Context: an optimization exercise on an open-source flow, tuned for small area and a short achievable clock period. The choices shown serve that exercise and are no tape-out recipe. In this exercise RTL edits were held to simulation tests only and were not proved equivalent to the original. Power figures rest on the tool's default switching activity, not on a simulated workload.

==> xenon: inputs <==
==> flow/design.v (excerpt) <==
module router_wh_xbar #(
   parameter int NUM_PORTS  = 5,
   parameter int FLIT_WIDTH = 34,
   parameter int FIFO_DEPTH = 4
) (
   input  logic                                   clk,
   input  logic                                   arst,
   input  logic [NUM_PORTS-1:0]                   in_valid_i,
   output logic [NUM_PORTS-1:0]                   in_ready_o,
   input  logic [NUM_PORTS*FLIT_WIDTH-1:0]        in_flit_i,
   input  logic [NUM_PORTS*$clog2(NUM_PORTS)-1:0] in_dest_i,
   output logic [NUM_PORTS-1:0]                   out_valid_o,
   input  logic [NUM_PORTS-1:0]                   out_ready_i,
   output logic [NUM_PORTS*FLIT_WIDTH-1:0]        out_flit_o
);
export LEC_CHECK = 0
export CAP_MARGIN = 20
export CELL_PAD_IN_SITES_DETAIL_PLACEMENT = 1
export CELL_PAD_IN_SITES_GLOBAL_PLACEMENT = 1
export CORE_MARGIN = 2
export CORE_UTILIZATION = 50
export SETUP_SLACK_MARGIN = 4.8
export SLEW_MARGIN = 20
create_clock -name core_clock -period 9.0 [get_ports {clk}]
standard.sh (not shown) runs the stock make flow with config.mk's settings and CLKGATE_MAP_FILE= SYNTH_SCRIPT=/design/flow/synth_recipe.tcl, a recipe that flattens the netlist after the stock synthesis.
==> flow/flow/run.sh <==
#!/bin/bash
# Layout flow: the standard ORFS flow (standard.sh) with the standard synthesis
# unchanged. Two settings differ from the standard layout:
#  - every input and output port is buffered with sky130_fd_sc_hd__buf_2 (buffer_ports
#    otherwise picks a slow delay buffer, clkdlybuf4s50_1, for every port);
#  - clock tree synthesis clusters up to 30 sinks (60 um across) per clkbuf_16 leaf
#    buffer and adds no dummy loads, for a smaller clock tree.
# Each step's full output goes to a log file in this work folder (ORFS also keeps its
# own per-step logs under orfs/logs).
set -euo pipefail
cd "$(dirname "${BASH_SOURCE[0]}")/.."
bash standard.sh synth > synth.log 2>&1
export BUFFER_PORTS_ARGS="-buffer_cell sky130_fd_sc_hd__buf_2"
export CTS_ARGS="-sink_clustering_enable -repair_clock_nets -sink_clustering_size 30 -sink_clustering_max_diameter 60 -buf_list sky130_fd_sc_hd__clkbuf_16 -dont_use_dummy_load"
bash standard.sh finish > layout.log 2>&1
==> pepper: changes against xenon <==
==> flow/flow/run.sh (replaced) <==
#!/bin/bash
# Layout flow: the standard ORFS flow (standard.sh) with the standard synthesis
# unchanged. One setting differs from the standard layout: every input and output port
# is buffered with sky130_fd_sc_hd__buf_2 (buffer_ports otherwise picks a slow delay
# buffer, clkdlybuf4s50_1, for every port).
# Each step's full output goes to a log file in this work folder (ORFS also keeps its
# own per-step logs under orfs/logs).
set -euo pipefail
cd "$(dirname "${BASH_SOURCE[0]}")/.."
bash standard.sh synth > synth.log 2>&1
export BUFFER_PORTS_ARGS="-buffer_cell sky130_fd_sc_hd__buf_2"
bash standard.sh finish > layout.log 2>&1
- SETUP_SLACK_MARGIN: 4.8 -> 4.5
==> qor summary <==
quantity                                                          pepper           xenon
Run status                                                finished clean  finished clean
Power share of the clock group                                     0.297           0.224
Via count of the first global-routing pass                         32400           31900
Wire length of the first global-routing pass                   228000 µm       224000 µm
Delay of the slowest critical-path stage                         1.17 ns         0.21 ns
Register share of the cell area                                    0.536           0.526
First drt pass iteration count                                        13              17
Flip-flop and latch area                                       24200 µm²       24300 µm²
Number of clock buffer instances in the layout                       135              67
Final instance area                                            45200 µm²       46100 µm²
Flop pwr share                                                     0.452           0.489
Met3 global-route usage                                           0.0963           0.100
Worst Setup SP                                                selr[1][0]            arst
Total wirelength of the detailed-routed design                 160000 µm       158000 µm
Routability-driven placement congestion ratio                      0.943           0.974
Worst rel slew slack                                               0.188           0.266
Portion of total power attributed to combinational logic           0.252           0.287


==> 04-19: inputs <==
==> flow/design.v <==
module router_wh_xbar #(
   parameter int NUM_PORTS  = 5,
   parameter int FLIT_WIDTH = 34,
   parameter int FIFO_DEPTH = 4
) (
   input  logic                                   clk,
   input  logic                                   arst,
   input  logic [NUM_PORTS-1:0]                   in_valid_i,
   output logic [NUM_PORTS-1:0]                   in_ready_o,
   input  logic [NUM_PORTS*FLIT_WIDTH-1:0]        in_flit_i,
   input  logic [NUM_PORTS*$clog2(NUM_PORTS)-1:0] in_dest_i,
   output logic [NUM_PORTS-1:0]                   out_valid_o,
   input  logic [NUM_PORTS-1:0]                   out_ready_i,
   output logic [NUM_PORTS*FLIT_WIDTH-1:0]        out_flit_o
);
   localparam int NP = 5;
   localparam int FW = 34;
   localparam int PW = FW - 2;    
   localparam int EW = PW + 4;    
   logic [PW-1:0] h_pay  [NP];
   logic [NP-1:0] h_t1, h_t0, h_v;
   logic [2:0]    h_c    [NP];
   logic [EW-1:0] b_mem  [NP][3];
   logic [1:0]    b_cnt  [NP];
   logic [2:0]    b_rd   [NP];    
   logic [2:0]    b_wr   [NP];    
   logic [NP-1:0] drop;
   logic [NP-1:0] locked;
   logic [NP-1:0] cur    [NP];    
   logic [NP-1:0] rr     [NP];    
   logic [NP-1:0] selr   [NP];    
   logic [NP-1:0] full, push, pop, discard, inlk, bad, reload;
   logic [EW-1:0] in_ent [NP];    
   logic [EW-1:0] h_nxt  [NP];    
   always_comb begin
      for (int i = 0; i < NP; i++) begin
         logic [1:0] t;
         logic [2:0] d;
         logic [2:0] c;
         t = in_flit_i[i*FW+PW +: 2];
         d = in_dest_i[i*3 +: 3];
         if (t[1] != t[0])  c = 3'd6;
         else if (d > 3'd4) c = 3'd5;
         else               c = d;
         in_ent[i] = {t[1], c, in_flit_i[i*FW +: PW]};
         h_nxt[i] = (b_cnt[i] == 2'd0) ? in_ent[i] :
                    ({EW{b_rd[i][0]}} & b_mem[i][0]) |
                    ({EW{b_rd[i][1]}} & b_mem[i][1]) |
                    ({EW{b_rd[i][2]}} & b_mem[i][2]);
         full[i]   = h_v[i] && (b_cnt[i] == 2'd3);
         in_ready_o[i] = !full[i] && !arst;
         push[i]   = in_valid_i[i] && in_ready_o[i];
         bad[i]    = h_c[i][2] && (h_c[i][1] || h_c[i][0]);
      end
      for (int i = 0; i < NP; i++) begin
         inlk[i] = 1'b0;
         for (int o = 0; o < NP; o++) inlk[i] = inlk[i] | cur[o][i];
         discard[i] = h_v[i] && !inlk[i] && (drop[i] || bad[i]);
      end
   end
   logic [NP-1:0] selv [NP];
   logic [NP-1:0] xfer, t1s, ov;
   always_comb begin
      for (int o = 0; o < NP; o++) begin
         selv[o] = selr[o];
         ov[o] = |selv[o];
         out_valid_o[o] = ov[o] && !arst;
         begin
            logic [FW-1:0] f;
            f = '0;
            for (int i = 0; i < NP; i++)
               f = f | ({FW{selv[o][i]}} & {h_t1[i], h_t0[i], h_pay[i]});
            out_flit_o[o*FW +: FW] = f & {FW{!arst}};
            t1s[o] = f[FW-1];
         end
         xfer[o] = ov[o] && out_ready_i[o];
      end
      for (int i = 0; i < NP; i++) begin
         pop[i] = discard[i];
         for (int o = 0; o < NP; o++) pop[i] = pop[i] | (selv[o][i] && out_ready_i[o]);
         reload[i] = pop[i] || !h_v[i];
      end
   end
   logic [NP-1:0] h_v_n, drop_n, inlk_n, busy_n, locked_n;
   logic [2:0]    h_c_n  [NP];
   logic [NP-1:0] cur_n  [NP];
   logic [NP-1:0] rr_n   [NP];
   logic [NP-1:0] req_n  [NP];
   logic [NP-1:0] gnt_n  [NP];
   always_comb begin
      for (int i = 0; i < NP; i++) begin
         h_v_n[i] = h_v[i] ? (!pop[i] || push[i] || b_cnt[i] != 2'd0) : push[i];
         h_c_n[i] = reload[i] ? h_nxt[i][PW +: 3] : h_c[i];
         drop_n[i] = drop[i];
         if (discard[i]) begin
            if (drop[i]) begin
               if (h_t1[i]) drop_n[i] = 1'b0;
            end else if (!h_t1[i] && !h_t0[i]) begin
               drop_n[i] = 1'b1;
            end
         end
      end
      for (int o = 0; o < NP; o++) begin
         locked_n[o] = locked[o];
         rr_n[o]     = rr[o];
         if (locked[o]) begin
            cur_n[o] = (xfer[o] && t1s[o]) ? '0 : cur[o];
            if (xfer[o] && t1s[o]) locked_n[o] = 1'b0;
         end else begin
            cur_n[o] = (ov[o] && (!out_ready_i[o] || !t1s[o])) ? selv[o] : '0;
            if (xfer[o]) begin
               rr_n[o] = {selv[o][NP-2:0], selv[o][NP-1]};
               if (!t1s[o]) locked_n[o] = 1'b1;
            end
         end
         busy_n[o] = |cur_n[o];
      end
      for (int i = 0; i < NP; i++) begin
         inlk_n[i] = 1'b0;
         for (int o = 0; o < NP; o++) inlk_n[i] = inlk_n[i] | cur_n[o][i];
      end
      for (int o = 0; o < NP; o++) begin
         for (int i = 0; i < NP; i++)
            req_n[o][i] = h_v_n[i] && !drop_n[i] && !inlk_n[i] && (h_c_n[i] == 3'(o));
         for (int i = 0; i < NP; i++) begin
            logic any;
            any = 1'b0;
            for (int k = 0; k < NP; k++) begin
               logic clear;
               clear = rr_n[o][k];
               for (int j = 0; j < NP; j++) begin
                  if (((j - k + NP) % NP) < ((i - k + NP) % NP)) clear = clear && !req_n[o][j];
               end
               any = any | clear;
            end
            gnt_n[o][i] = req_n[o][i] && any && !busy_n[o];
         end
      end
   end
   always_ff @(posedge clk) begin
      for (int i = 0; i < NP; i++) begin
         for (int j = 0; j < 3; j++)
            if (in_valid_i[i] && !full[i] && b_wr[i][j]) b_mem[i][j] <= in_ent[i];
         h_pay[i] <= ({PW{!reload[i]}} & h_pay[i]) | ({PW{reload[i]}} & h_nxt[i][PW-1:0]);
         h_t1[i]  <= reload[i] ? h_nxt[i][PW+3] : h_t1[i];
         h_t0[i]  <= reload[i] ? h_nxt[i][PW+3] ^ (h_nxt[i][PW+2] & h_nxt[i][PW+1]) : h_t0[i];
         h_c[i] <= h_c_n[i];
      end
      if (arst) begin
         h_v    <= '0;
         drop   <= '0;
         locked <= '0;
         for (int i = 0; i < NP; i++) begin
            b_cnt[i] <= '0;
            b_rd[i]  <= 3'b001;
            b_wr[i]  <= 3'b001;
            cur[i]   <= '0;
            rr[i]    <= 5'b00001;
            selr[i]  <= '0;
         end
      end else begin
         h_v    <= h_v_n;
         drop   <= drop_n;
         locked <= locked_n;
         for (int i = 0; i < NP; i++) begin
            logic push_b, pop_b;
            push_b = push[i] && h_v[i] && !(pop[i] && b_cnt[i] == 2'd0);
            pop_b  = pop[i] && (b_cnt[i] != 2'd0);
            if (push_b && !pop_b)      b_cnt[i] <= b_cnt[i] + 2'd1;
            else if (!push_b && pop_b) b_cnt[i] <= b_cnt[i] - 2'd1;
            if (push_b) b_wr[i] <= {b_wr[i][1:0], b_wr[i][2]};
            if (pop_b)  b_rd[i] <= {b_rd[i][1:0], b_rd[i][2]};
         end
         for (int o = 0; o < NP; o++) begin
            cur[o] <= cur_n[o];
            rr[o]  <= rr_n[o];
            selr[o] <= (cur_n[o] & h_v_n) | gnt_n[o];
         end
      end
   end
endmodule
==> flow/flow/run.sh <==
#!/bin/bash
# Layout flow: the standard ORFS flow (standard.sh) with the standard synthesis
# unchanged. Two settings differ from the standard layout:
#  - every input and output port is buffered with sky130_fd_sc_hd__buf_2 (buffer_ports
#    otherwise picks a slow delay buffer, clkdlybuf4s50_1, for every port);
#  - clock tree synthesis clusters up to 30 sinks (60 um across) per clkbuf_16 leaf
#    buffer and adds no dummy loads, for a smaller clock tree.
# Each step's full output goes to a log file in this work folder (ORFS also keeps its
# own per-step logs under orfs/logs).
set -euo pipefail
cd "$(dirname "${BASH_SOURCE[0]}")/.."
bash standard.sh synth > synth.log 2>&1
export BUFFER_PORTS_ARGS="-buffer_cell sky130_fd_sc_hd__buf_2"
export CTS_ARGS="-sink_clustering_enable -repair_clock_nets -sink_clustering_size 30 -sink_clustering_max_diameter 60 -buf_list sky130_fd_sc_hd__clkbuf_16 -dont_use_dummy_load"
bash standard.sh finish > layout.log 2>&1
==> flow/standard.sh <==
#!/bin/bash
# synth_recipe.tcl (not shown) runs the flow's synth.tcl, then flattens the netlist and writes it again
# the make line also repeats each setting of config.mk as NAME=value (left out here)
make -C /OpenROAD-flow-scripts/flow DESIGN_CONFIG=/design/flow/config.mk WORK_HOME=/design/flow/orfs CLKGATE_MAP_FILE= SYNTH_SCRIPT=/design/flow/synth_recipe.tcl "${@:-finish}"
==> flow/config.mk <==
export PLATFORM = sky130hd
export DESIGN_NAME = router_wh_xbar
export DESIGN_NICKNAME = router_wh_xbar
export VERILOG_FILES = /design/flow/design.v
export SDC_FILE = /design/flow/constraint.sdc
export NUM_CORES = 4
export LEC_CHECK = 0
export CAP_MARGIN = 20
export CELL_PAD_IN_SITES_DETAIL_PLACEMENT = 1
export CELL_PAD_IN_SITES_GLOBAL_PLACEMENT = 1
export CORE_MARGIN = 2
export CORE_UTILIZATION = 50
export SETUP_SLACK_MARGIN = 4.65
export SLEW_MARGIN = 20
==> flow/constraint.sdc <==
create_clock -name core_clock -period 9.0 [get_ports {clk}]
set_input_delay 1.8000 -clock core_clock [delete_from_list [all_inputs] [get_ports {clk}]]
set_output_delay 1.8000 -clock core_clock [all_outputs]
set_load 0.01 [all_outputs]
==> inputs of 09-17, as changes to 04-19 <==
SETUP_SLACK_MARGIN = 4.5   (was 4.65)
==> run summary <==
Register-to-register slack: 09-17 is lower than 04-19 (0.24 ns). Of 09-17 and 04-19, 09-17 has the higher sequential share of layout area (gap 1.0 points). Die area is the same in 09-17 and 04-19. Between 09-17 and 04-19, the lower first-iteration DRC count is in 04-19 (gap 4.3%, measured against 04-19). Setup slack: 04-19 is better than 09-17 (0.20 ns).
==> figures <==
metric	09-17	04-19
RSZ-0062 raised after global routing	no	yes
Post-route minimum period	4.59 ns	4.39 ns
CTS clk-pin slew, worst paths	0.09 ns	0.07 ns
Highest net fanout along the worst path	38	24
DR WL met2	73.0 mm	73.9 mm
Inserted Diodes	28	25
Final non-clock buffer share	0.0645	0.0756
Power, Total	11.6 mW	11.7 mW
Outcome	timing/DRC/antenna clean	timing/DRC/antenna clean
VDD IR-drop max	232 uV	211 uV
Met1 Use GR	0.506	0.503

## what the ideal ports hide
Ports are ideal in the flow. The routed layouts listed here were re-timed in OpenROAD. Step 1, drivers: a clkbuf_16 drives clk and a buf_2 each remaining input, both assumed. Step 2, shift: input delay + t, output delay - t, t = (earliest + latest rising clock arrival at the registers) / 2. This alone moves slack from input paths to output paths. Three values: ideal ports, drivers, drivers and shift; two values: the first two.
run | t, ns | slack for setup (ns) | slew at the worst register clock pin (ns) | worst slew at a driven data input, ns | cell pins on the clock port's net
xenon | 0.688 | 4.558 / 4.174 / 3.878 | 0.10 / 0.10 | 0.48 | 1
pepper | 0.707 | 4.418 / 4.254 / 3.898 | 0.07 / 0.07 | 0.21 | 1
04-19 | 0.686 | 4.611 / 4.104 / 3.667 | 0.10 / 0.10 | 0.65 | 1
09-17 | 0.675 | 4.408 / 4.256 / 3.896 | 0.09 / 0.09 | 0.27 | 1
After both steps setup and hold are still met in every run listed. The setup slack of 04-19, which loses most, moves by -0.507 ns with the drivers and by -0.944 ns with both steps.
